From an optimization exercise on the open Yosys and OpenROAD flow, aimed at a short achievable clock period and few clock cycles; shortcuts taken in it are not production practice.
Function was checked by simulation only, so behaviour that the tests miss may differ from the original.
Power and IR drop assume default switching activity.

==> design/flow/design.v <==
package core_pkg;
  localparam logic [5:0] OP_RTYPE = 6'b000000;
  localparam logic [5:0] OP_ADDI  = 6'b001000;
  localparam logic [5:0] OP_LW    = 6'b100011;
  localparam logic [5:0] OP_SW    = 6'b101011;
  localparam logic [5:0] OP_BEQ   = 6'b000100;
  localparam logic [5:0] OP_BNE   = 6'b000101;
  localparam logic [5:0] OP_J     = 6'b000010;
  localparam logic [5:0] FN_ADD   = 6'b100000;
  localparam logic [5:0] FN_SUB   = 6'b100010;
  localparam logic [5:0] FN_AND   = 6'b100100;
  localparam logic [5:0] FN_OR    = 6'b100101;
  localparam logic [5:0] FN_SLT   = 6'b101010;
  localparam logic [5:0] FN_SLL   = 6'b000000;
  localparam logic [5:0] FN_SRL   = 6'b000010;
  localparam int S_ADD = 0;
  localparam int S_SUB = 1;
  localparam int S_AND = 2;
  localparam int S_OR  = 3;
  localparam int S_SLT = 4;
  localparam int S_SLL = 5;
  localparam int S_SRL = 6;
endpackage
import core_pkg::*;
module core_alu (
  input  logic [6:0]  sel,
  input  logic [31:0] a,
  input  logic [31:0] b,
  input  logic [31:0] b_add,
  input  logic [4:0]  shamt,
  output logic [31:0] y
);
  logic [31:0] sum, diff;
  logic lt;
  assign sum = a + b_add;
  assign diff = a - b;
  assign lt = (a[31] ^ b[31]) ? a[31] : diff[31];
  always_comb
    y = ({32{sel[S_ADD]}} & sum)
      | ({32{sel[S_SUB]}} & diff)
      | ({32{sel[S_AND]}} & (a & b))
      | ({32{sel[S_OR]}}  & (a | b))
      | ({32{sel[S_SLT]}} & {31'd0, lt})
      | ({32{sel[S_SLL]}} & (b << shamt))
      | ({32{sel[S_SRL]}} & (b >> shamt));
endmodule
import core_pkg::*;
module multicycle_core #(
  parameter int                ADDR_W   = 32,
  parameter logic [ADDR_W-1:0] RESET_PC = '0
) (
  input  logic              clk,
  input  logic              rst,
  output logic              imem_req,
  output logic [ADDR_W-1:0] imem_addr,
  input  logic              imem_ready,
  input  logic [31:0]       imem_rdata,
  output logic              dmem_req,
  output logic              dmem_we,
  output logic [ADDR_W-1:0] dmem_addr,
  output logic [31:0]       dmem_wdata,
  input  logic              dmem_ready,
  input  logic [31:0]       dmem_rdata,
  output logic [ADDR_W-1:0] pc_out,
  output logic [31:0]       alu_result,
  output logic              retire,
  output logic              halted
);
  localparam bit SHIFT_EN = 1'b1;
  logic [31:0] pc, redir_pc;
  logic req_q, redir_pend, stop_q;
  logic d_valid;
  logic [31:0] d_ir, d_pc, d_pc4;
  logic e_valid, e_halt, e_fa, e_fb, e_useimm, e_rwe, e_load, e_store, e_br, e_beq, e_pred;
  logic [6:0] e_sel;
  logic [4:0] e_sh, e_wa;
  logic [31:0] e_a, e_b, e_imm, e_npc, e_altpc, e_pc;
  logic m_valid, m_halt, m_req, m_we, m_load, m_rwe;
  logic [4:0] m_wa;
  logic [31:0] m_res, m_wdata, m_npc, m_pc;
  logic [31:0] rf [1:31];
  logic retire_q, halted_q;
  logic [31:0] pc_out_q, alu_q;
  logic m_busy, halt_wait, stall_all, pc_free, f_fire;
  assign pc_free = !req_q || imem_ready;
  assign f_fire = req_q && imem_ready;
  assign m_busy = m_valid && m_req && !dmem_ready;
  assign halt_wait = m_valid && m_halt && !pc_free;
  assign stall_all = m_busy || halt_wait || halted_q;
  logic [31:0] a_v, b_v, b_add, alu_y;
  logic eq, taken, mispred, flush_e;
  assign a_v = e_fa ? m_res : e_a;
  assign b_v = e_fb ? m_res : e_b;
  assign b_add = e_useimm ? e_imm : b_v;
  core_alu u_alu (.sel(e_sel), .a(a_v), .b(b_v), .b_add(b_add), .shamt(e_sh), .y(alu_y));
  assign eq = a_v == b_v;
  assign taken = e_beq ? eq : !eq;
  assign mispred = e_valid && e_br && (taken != e_pred);
  assign flush_e = mispred && !stall_all;
  logic [5:0] op, fn;
  logic [4:0] rs, rt, rd, sh, wa;
  logic [31:0] simm, d_target, d_jt, rs_val, rt_val, wb_data;
  logic is_r, is_addi, is_lw, is_sw, is_beq, is_bne, is_j, is_shift, legal;
  logic uses_rs, uses_rt, rwe, brx, pred, lu_stall, d_adv, d_redirect, d_halt, wb_en;
  assign op = d_ir[31:26];
  assign rs = d_ir[25:21];
  assign rt = d_ir[20:16];
  assign rd = d_ir[15:11];
  assign sh = d_ir[10:6];
  assign fn = d_ir[5:0];
  assign simm = {{16{d_ir[15]}}, d_ir[15:0]};
  assign is_r = op == OP_RTYPE;
  assign is_addi = op == OP_ADDI;
  assign is_lw = op == OP_LW;
  assign is_sw = op == OP_SW;
  assign is_beq = op == OP_BEQ;
  assign is_bne = op == OP_BNE;
  assign is_j = op == OP_J;
  assign is_shift = is_r && (fn == FN_SLL || fn == FN_SRL);
  assign legal = is_r ? (fn == FN_ADD || fn == FN_SUB || fn == FN_AND || fn == FN_OR || fn == FN_SLT || (SHIFT_EN && is_shift))
                      : is_addi || is_lw || is_sw || is_beq || is_bne || is_j;
  assign uses_rs = !is_j && !is_shift;
  assign uses_rt = is_r || is_sw || is_beq || is_bne;
  assign wa = is_r ? rd : rt;
  assign rwe = (is_r || is_addi || is_lw) && wa != 5'd0;
  assign brx = (is_beq || is_bne) && d_ir[15:0] != 16'd0;
  assign pred = is_bne ? rs != rt : rs == rt;
  assign d_target = d_pc4 + {simm[29:0], 2'b00};
  assign d_jt = {d_pc4[31:28], d_ir[25:0], 2'b00};
  assign wb_en = m_valid && m_rwe;
  assign wb_data = m_load ? dmem_rdata : m_res;
  assign rs_val = rs == 5'd0 ? 32'd0 : (wb_en && m_wa == rs) ? wb_data : rf[rs];
  assign rt_val = rt == 5'd0 ? 32'd0 : (wb_en && m_wa == rt) ? wb_data : rf[rt];
  assign lu_stall = e_valid && e_load && e_rwe && ((uses_rs && rs == e_wa) || (uses_rt && rt == e_wa));
  assign d_adv = d_valid && !stall_all && !flush_e && !lu_stall;
  assign d_redirect = d_adv && legal && brx && pred;
  assign d_halt = d_adv && !legal;
  logic take, d_open, redirect_now;
  logic [31:0] redirect_pc, pc4;
  assign pc4 = pc + 32'd4;
  assign redirect_now = flush_e || d_redirect;
  assign redirect_pc = flush_e ? e_altpc : d_target;
  assign d_open = !stall_all && !flush_e && (!d_valid || d_adv);
  assign take = d_open && f_fire && !d_redirect && !d_halt && !redir_pend && !stop_q;
  assign imem_req = req_q;
  assign imem_addr = pc;
  assign dmem_req = m_req;
  assign dmem_we = m_we;
  assign dmem_addr = m_res;
  assign dmem_wdata = m_wdata;
  assign pc_out = pc_out_q;
  assign alu_result = alu_q;
  assign retire = retire_q;
  assign halted = halted_q;
  always_ff @(posedge clk or negedge rst) begin
    if (!rst) begin
      pc <= RESET_PC;
      redir_pc <= '0;
      req_q <= 1'b1;
      redir_pend <= 1'b0;
      stop_q <= 1'b0;
    end else begin
      if (redirect_now) begin
        if (pc_free) begin
          pc <= redirect_pc;
          redir_pend <= 1'b0;
        end else begin
          redir_pend <= 1'b1;
          redir_pc <= redirect_pc;
        end
      end else if (redir_pend) begin
        if (pc_free) begin
          pc <= redir_pc;
          redir_pend <= 1'b0;
        end
      end else if (take) begin
        pc <= imem_rdata[31:26] == OP_J ? {pc4[31:28], imem_rdata[25:0], 2'b00} : pc4;
      end
      if (d_halt) stop_q <= 1'b1;
      if ((stop_q || d_halt) && pc_free) req_q <= 1'b0;
    end
  end
  always_ff @(posedge clk or negedge rst) begin
    if (!rst) begin
      d_valid <= 1'b0;
      d_ir <= '0;
      d_pc <= '0;
      d_pc4 <= '0;
    end else if (!stall_all) begin
      if (flush_e) d_valid <= 1'b0;
      else if (!d_valid || d_adv) begin
        d_valid <= take;
        if (take) begin
          d_ir <= imem_rdata;
          d_pc <= pc;
          d_pc4 <= pc4;
        end
      end
    end
  end
  always_ff @(posedge clk or negedge rst) begin
    if (!rst) begin
      e_valid <= 1'b0;
      e_halt <= 1'b0;
      e_fa <= 1'b0;
      e_fb <= 1'b0;
      e_useimm <= 1'b0;
      e_rwe <= 1'b0;
      e_load <= 1'b0;
      e_store <= 1'b0;
      e_br <= 1'b0;
      e_beq <= 1'b0;
      e_pred <= 1'b0;
      e_sel <= '0;
      e_sh <= '0;
      e_wa <= '0;
      e_a <= '0;
      e_b <= '0;
      e_imm <= '0;
      e_npc <= '0;
      e_altpc <= '0;
      e_pc <= '0;
    end else if (!stall_all) begin
      e_valid <= d_adv;
      e_halt <= !legal;
      e_fa <= e_valid && e_rwe && e_wa == rs;
      e_fb <= e_valid && e_rwe && e_wa == rt;
      e_useimm <= !is_r;
      e_rwe <= d_adv && legal && rwe;
      e_load <= d_adv && legal && is_lw;
      e_store <= d_adv && legal && is_sw;
      e_br <= d_adv && legal && brx;
      e_beq <= is_beq;
      e_pred <= pred;
      e_sel[S_ADD] <= !is_r || fn == FN_ADD;
      e_sel[S_SUB] <= is_r && fn == FN_SUB;
      e_sel[S_AND] <= is_r && fn == FN_AND;
      e_sel[S_OR]  <= is_r && fn == FN_OR;
      e_sel[S_SLT] <= is_r && fn == FN_SLT;
      e_sel[S_SLL] <= is_r && fn == FN_SLL;
      e_sel[S_SRL] <= is_r && fn == FN_SRL;
      e_sh <= sh;
      e_wa <= wa;
      e_a <= rs_val;
      e_b <= rt_val;
      e_imm <= simm;
      e_npc <= is_j ? d_jt : (brx && pred) ? d_target : d_pc4;
      e_altpc <= pred ? d_pc4 : d_target;
      e_pc <= d_pc;
    end
  end
  always_ff @(posedge clk or negedge rst) begin
    if (!rst) begin
      m_valid <= 1'b0;
      m_halt <= 1'b0;
      m_req <= 1'b0;
      m_we <= 1'b0;
      m_load <= 1'b0;
      m_rwe <= 1'b0;
      m_wa <= '0;
      m_res <= '0;
      m_wdata <= '0;
      m_npc <= '0;
      m_pc <= '0;
    end else if (!stall_all) begin
      m_valid <= e_valid;
      m_halt <= e_valid && e_halt;
      m_req <= e_load || e_store;
      m_we <= e_store;
      m_load <= e_load;
      m_rwe <= e_rwe;
      m_wa <= e_wa;
      m_res <= alu_y;
      m_wdata <= b_v;
      m_npc <= mispred ? e_altpc : e_npc;
      m_pc <= e_pc;
    end
  end
  always_ff @(posedge clk or negedge rst) begin
    if (!rst) begin
      for (int i = 1; i < 32; i++) rf[i] <= '0;
    end else if (!stall_all && m_rwe) begin
      rf[m_wa] <= wb_data;
    end
  end
  always_ff @(posedge clk or negedge rst) begin
    if (!rst) begin
      retire_q <= 1'b0;
      halted_q <= 1'b0;
      pc_out_q <= '0;
      alu_q <= '0;
    end else if (!stall_all) begin
      retire_q <= m_valid && !m_halt;
      if (m_valid) begin
        pc_out_q <= m_halt ? m_pc : m_npc;
        alu_q <= m_res;
      end
      if (m_valid && m_halt) halted_q <= 1'b1;
    end else begin
      retire_q <= 1'b0;
    end
  end
endmodule
==> design/flow/run.sh <==
#!/bin/bash
# synth_recipe.tcl (not shown) runs the flow's synth.tcl, then flattens the netlist and writes it again
# the make line also repeats each setting of config.mk as NAME=value (left out here)
make -C /OpenROAD-flow-scripts/flow DESIGN_CONFIG=/design/flow/config.mk WORK_HOME=/design/flow/orfs CLKGATE_MAP_FILE= SYNTH_SCRIPT=/design/flow/synth_recipe.tcl finish
==> design/flow/config.mk <==
export PLATFORM = sky130hd
export DESIGN_NAME = multicycle_core
export DESIGN_NICKNAME = multicycle_core
export VERILOG_FILES = /design/flow/design.v
export SDC_FILE = /design/flow/constraint.sdc
export NUM_CORES = 4
export LEC_CHECK = 0
export CAP_MARGIN = 20
export CORE_MARGIN = 2
export CORE_UTILIZATION = 30
export PLACE_DENSITY = 0.45
export SLEW_MARGIN = 20
==> design/flow/constraint.sdc <==
create_clock -name core_clock -period 6.0 [get_ports {clk}]
set_input_delay 1.2000 -clock core_clock [delete_from_list [all_inputs] [get_ports {clk}]]
set_output_delay 1.2000 -clock core_clock [all_outputs]
set_load 0.01 [all_outputs]
==> run summary <==
## critical path: stages, from the launching register on
cell and delay (ns):
dfrtp_2 0.63, buf_4 0.35, mux2i_1 0.56, ha_1 0.43, nor3_1 0.76, nand4_1 0.37
nor3_1 0.57, buf_4 0.22, xnor2_1 0.14, nand4_1 0.26, nand2_1 0.21, buf_4 0.32
nand2b_2 0.08, buf_4 0.30, nand2_1 0.13, o21ai_0 0.08
## metal layers
metal	global-route usage [%]	vias to the layer above	part of all wire (%)
li1	-	32600	-
met1	38.7	38300	41
met2	44.6	4875	43
met3	8.65	1333	11
met4	14.9	12	5.8
met5	0.121	-	0.041
## Yosys cell counts (7+ instances only)
master | n | share of area, %
nand2_1 | 1258 | 5.8
mux2_2 | 93 | 1.3
o21a_1 | 10 | 0.092
nor4_1 | 24 | 0.18
a21oi_1 | 820 | 5.1
nor2b_1 | 22 | 0.17
nand3_1 | 230 | 1.4
nand3b_1 | 13 | 0.12
o21bai_1 | 19 | 0.18
buf_1 | 65 | 0.30
or4_1 | 65 | 0.60
a22o_1 | 172 | 1.9
inv_1 | 146 | 0.67
a222oi_1 | 71 | 0.88
xor2_1 | 50 | 0.54
o21ai_0 | 821 | 5.1
o221ai_1 | 12 | 0.13
mux4_2 | 22 | 0.61
a31oi_1 | 66 | 0.51
o211ai_1 | 78 | 0.72
nor3_1 | 39 | 0.24
buf_2 | 29 | 0.18
mux2i_1 | 275 | 3.4
a21o_1 | 44 | 0.41
o31ai_1 | 17 | 0.16
nand4_1 | 126 | 0.97
a211oi_1 | 66 | 0.61
or3_1 | 12 | 0.092
o22ai_1 | 10 | 0.077
a22oi_1 | 642 | 5.9
nand2b_1 | 25 | 0.19
and2_1 | 11 | 0.085
ha_1 | 156 | 2.4
a221oi_1 | 143 | 1.5
a221o_1 | 8 | 0.099
o2111ai_1 | 7 | 0.075
dfrtp_1 | 1555 | 48
xnor2_1 | 73 | 0.79
nor2_1 | 949 | 4.4
clkbuf_1 | 687 | 3.2
## layout by cell type (no fill, tap or decap), drive strengths merged, types with 172 or more instances in the layout
cell type	instances
nand2	1258
buf	337
mux2i	275
clkbuf	266
dfrtp	1555
o21ai	822
a21oi	821
nor2	951
clkdlybuf4s50	231
a22oi	642
a22o	172
nand3	230
## report_power, final
| group | total, mW | internal [mW] | switching [mW] | leakage, nW |
|---|---|---|---|---|
| Combinational | 0.305 | 0.0588 | 0.246 | 16.9 |
| Sequential | 10.5 | 10.5 | 0 | 21.7 |
| Clock | 11.8 | 6.88 | 4.90 | 3.04 |
| Total | 22.6 | 17.4 | 5.14 | 41.7 |
## metrics by stage
| stage | cell area [sq um] | hold slack (ns) | instances |
|---|---|---|---|
| final | 95600 | 0.254 | 12700 |
| after global routing | 95600 | 0.281 | 12700 |
| after CTS | 95500 | 0.256 | 12700 |
| after detailed placement | 89300 | 0.444 | 12400 |
| after global placement | 89300 | 0.442 | 12400 |
| after floorplan | 81200 | 0.433 | 9026 |
## cells by family (layout without fill, tap and decap cells)
kind of cell,Yosys count,count (layout),share of synthesized area [%]
AO/OA/AOI/OAI,3054,3054,23.9
other,0,11,0
AND/OR/NAND/NOR,2809,2809,14.6
flip-flops,1556,1556,47.9
multiplexers,390,390,5.29
adder cells (fa/ha/maj),160,160,2.50
XOR/XNOR,124,124,1.35
buffers and inverters,933,1048,4.37
## area by class of cell
cell class / count / area share, %
diodes: 11 / 0.0288
clock buffers: 266 / 5.63
well taps: 3570 / 4.67
multi-input cells: 6537 / 41.7
repair buffers: 568 / 5.84
inverters: 150 / 0.589
clock inverters: 64 / 0.829
flip-flops and latches: 1556 / 40.7
## final timing paths
check	slack [ns]	cells past startpoint	to	from
max in group asynchronous	4.03	2	rf[21][15]$_DFFE_PN0P_	rst
worst min register to register	0.44	2	m_pc[2]$_DFFE_PN0N_	e_pc[2]$_DFFE_PN0N_
min in group core_clock	0.44	2	m_pc[2]$_DFFE_PN0N_	e_pc[2]$_DFFE_PN0N_
worst max register to register	0.33	15	redir_pc[24]$_DFFE_PN0N_	e_fb$_DFFE_PN0N_
worst min-delay path	0.25	1	pc_out_q[10]$_DFFE_PN0P_	rst
worst max-delay path	0.33	15	redir_pc[24]$_DFFE_PN0N_	e_fb$_DFFE_PN0N_
==> metrics.csv <==
metric;value;unit
Area Overhead vs Synth;17.7;%
Setup Skew;0.135;ns
# Post-CTS Setup Buffers;0;
VDD IR max;0.242;mV
DRC viols;0;
pre-CTS setup slack;0.219;ns
P per Cell Area;236;nW/um^2
pin count of the biggest net entering global routing;166;
post-CTS resize count;0;
# setup viols final;0;
WP data required;6.62;ns
startpoint types;register;
# rows;191;
NumNets Final;9227;
max_slew headroom;18.1;%
Tmin final;5.67;ns
vias in the first global route;73400;
post-layout util;35.4;%
number of synthesized register bits;1556;
Final TNS setup;0;ns
final worst-path cycle share;94.5;%
Yosys Warn Count;3;
drt initial violations;11000;
via/cell ratio;6.07;
status;finished clean;
Worst-Margin Slew;1.22;ns
clock latency (worst-skew pair);0.90;ns
Achievable Freq;0.176;GHz
Hold Buf Count CTS;0;
final hold vios;0;
clock sinks;1556;
post-route ant nets;0;
max FFs per register;992;
area taken by multi-input logic gates;39800;sq um
vias;77200;
GR Overflow Total;0;
WP data arrival;6.29;ns
Die Y;524;microns
Top FF cell, synth;dfrtp_1;
die boundary width;524;microns
max_cap viols;0;
initial core utilization;30.1;%
total power;22.6;mW
Final WS setup;0.330;ns
clk slew on worst S/H paths;0.06;ns
register area share after synthesis;47.9;%
Synth Instances;9026;
worst hold path type;input port to async pin;
syn nets;9254;
Seq. cell area;39000;sq um
TritonCTS clock tree;done;
GP Congestion;0.995;
Yosys cell types;77;
Top Ports;233;
Slew Viols, Final;0;
initial antenna violation count;19;
Leak;41.7;nW
CP Capture Type;register;
IO buf count;232;
Async S/R FF share, synth;100;%
wire per inst;33.0;microns
total die area;275000;sq um
post-detail-place hpwl;263000;microns
clk buf depth;4;
CORE AREA;270000;sq um
Routed WL;420000;microns
CTS root buf;clkbuf_16;
Biggest register;rf;
TritonCTS Buffers;186;
layout cell share with drive strength beyond 1;9.92;%
H-tree depth;4;
Initial DRT Pass Iterations;13;
# fillers;27400;
worst setup path class;register to register;
EDFF count, synth;0;
cell area after synthesis;81200;sq um
crit path max fanout;49;
total track usage;29.7;%
unrepaired setup endpoints after global routing;false;
Mean Syn Cell Area;9.00;sq um
first-pass GRT wire length;584000;microns
Testbench counts, summed over its fixed seeds: cycles 35,418.

## afterwards: timing with drivers on the ports
The results above use ideal ports. As a check the final layout listed here was re-extracted and re-timed, cells and wires unchanged. Step 1 (the two cells are an assumption about what drives the block):
set clk [get_ports {clk}]
set_driving_cell -lib_cell sky130_fd_sc_hd__clkbuf_16 $clk
set_driving_cell -lib_cell sky130_fd_sc_hd__buf_2 [delete_from_list [all_inputs] $clk]
Step 2 times the ports against the registers' clock, not the clock port: input delays grow and output delays shrink by t, the midpoint of the rising clock arrivals with the driver on. Slacks: ideal ports / drivers / drivers and shift; pairs: ideal ports / drivers.
shift t [ns]: 0.934
slack for setup (ns): 0.330 / 0.330 / 0.330
hold WS [ns]: 0.254 / 0.246 / 0.440
After both steps this run still meets setup and hold. The setup slack of this run moves by 0.000 ns with the drivers and by 0.000 ns with both steps.
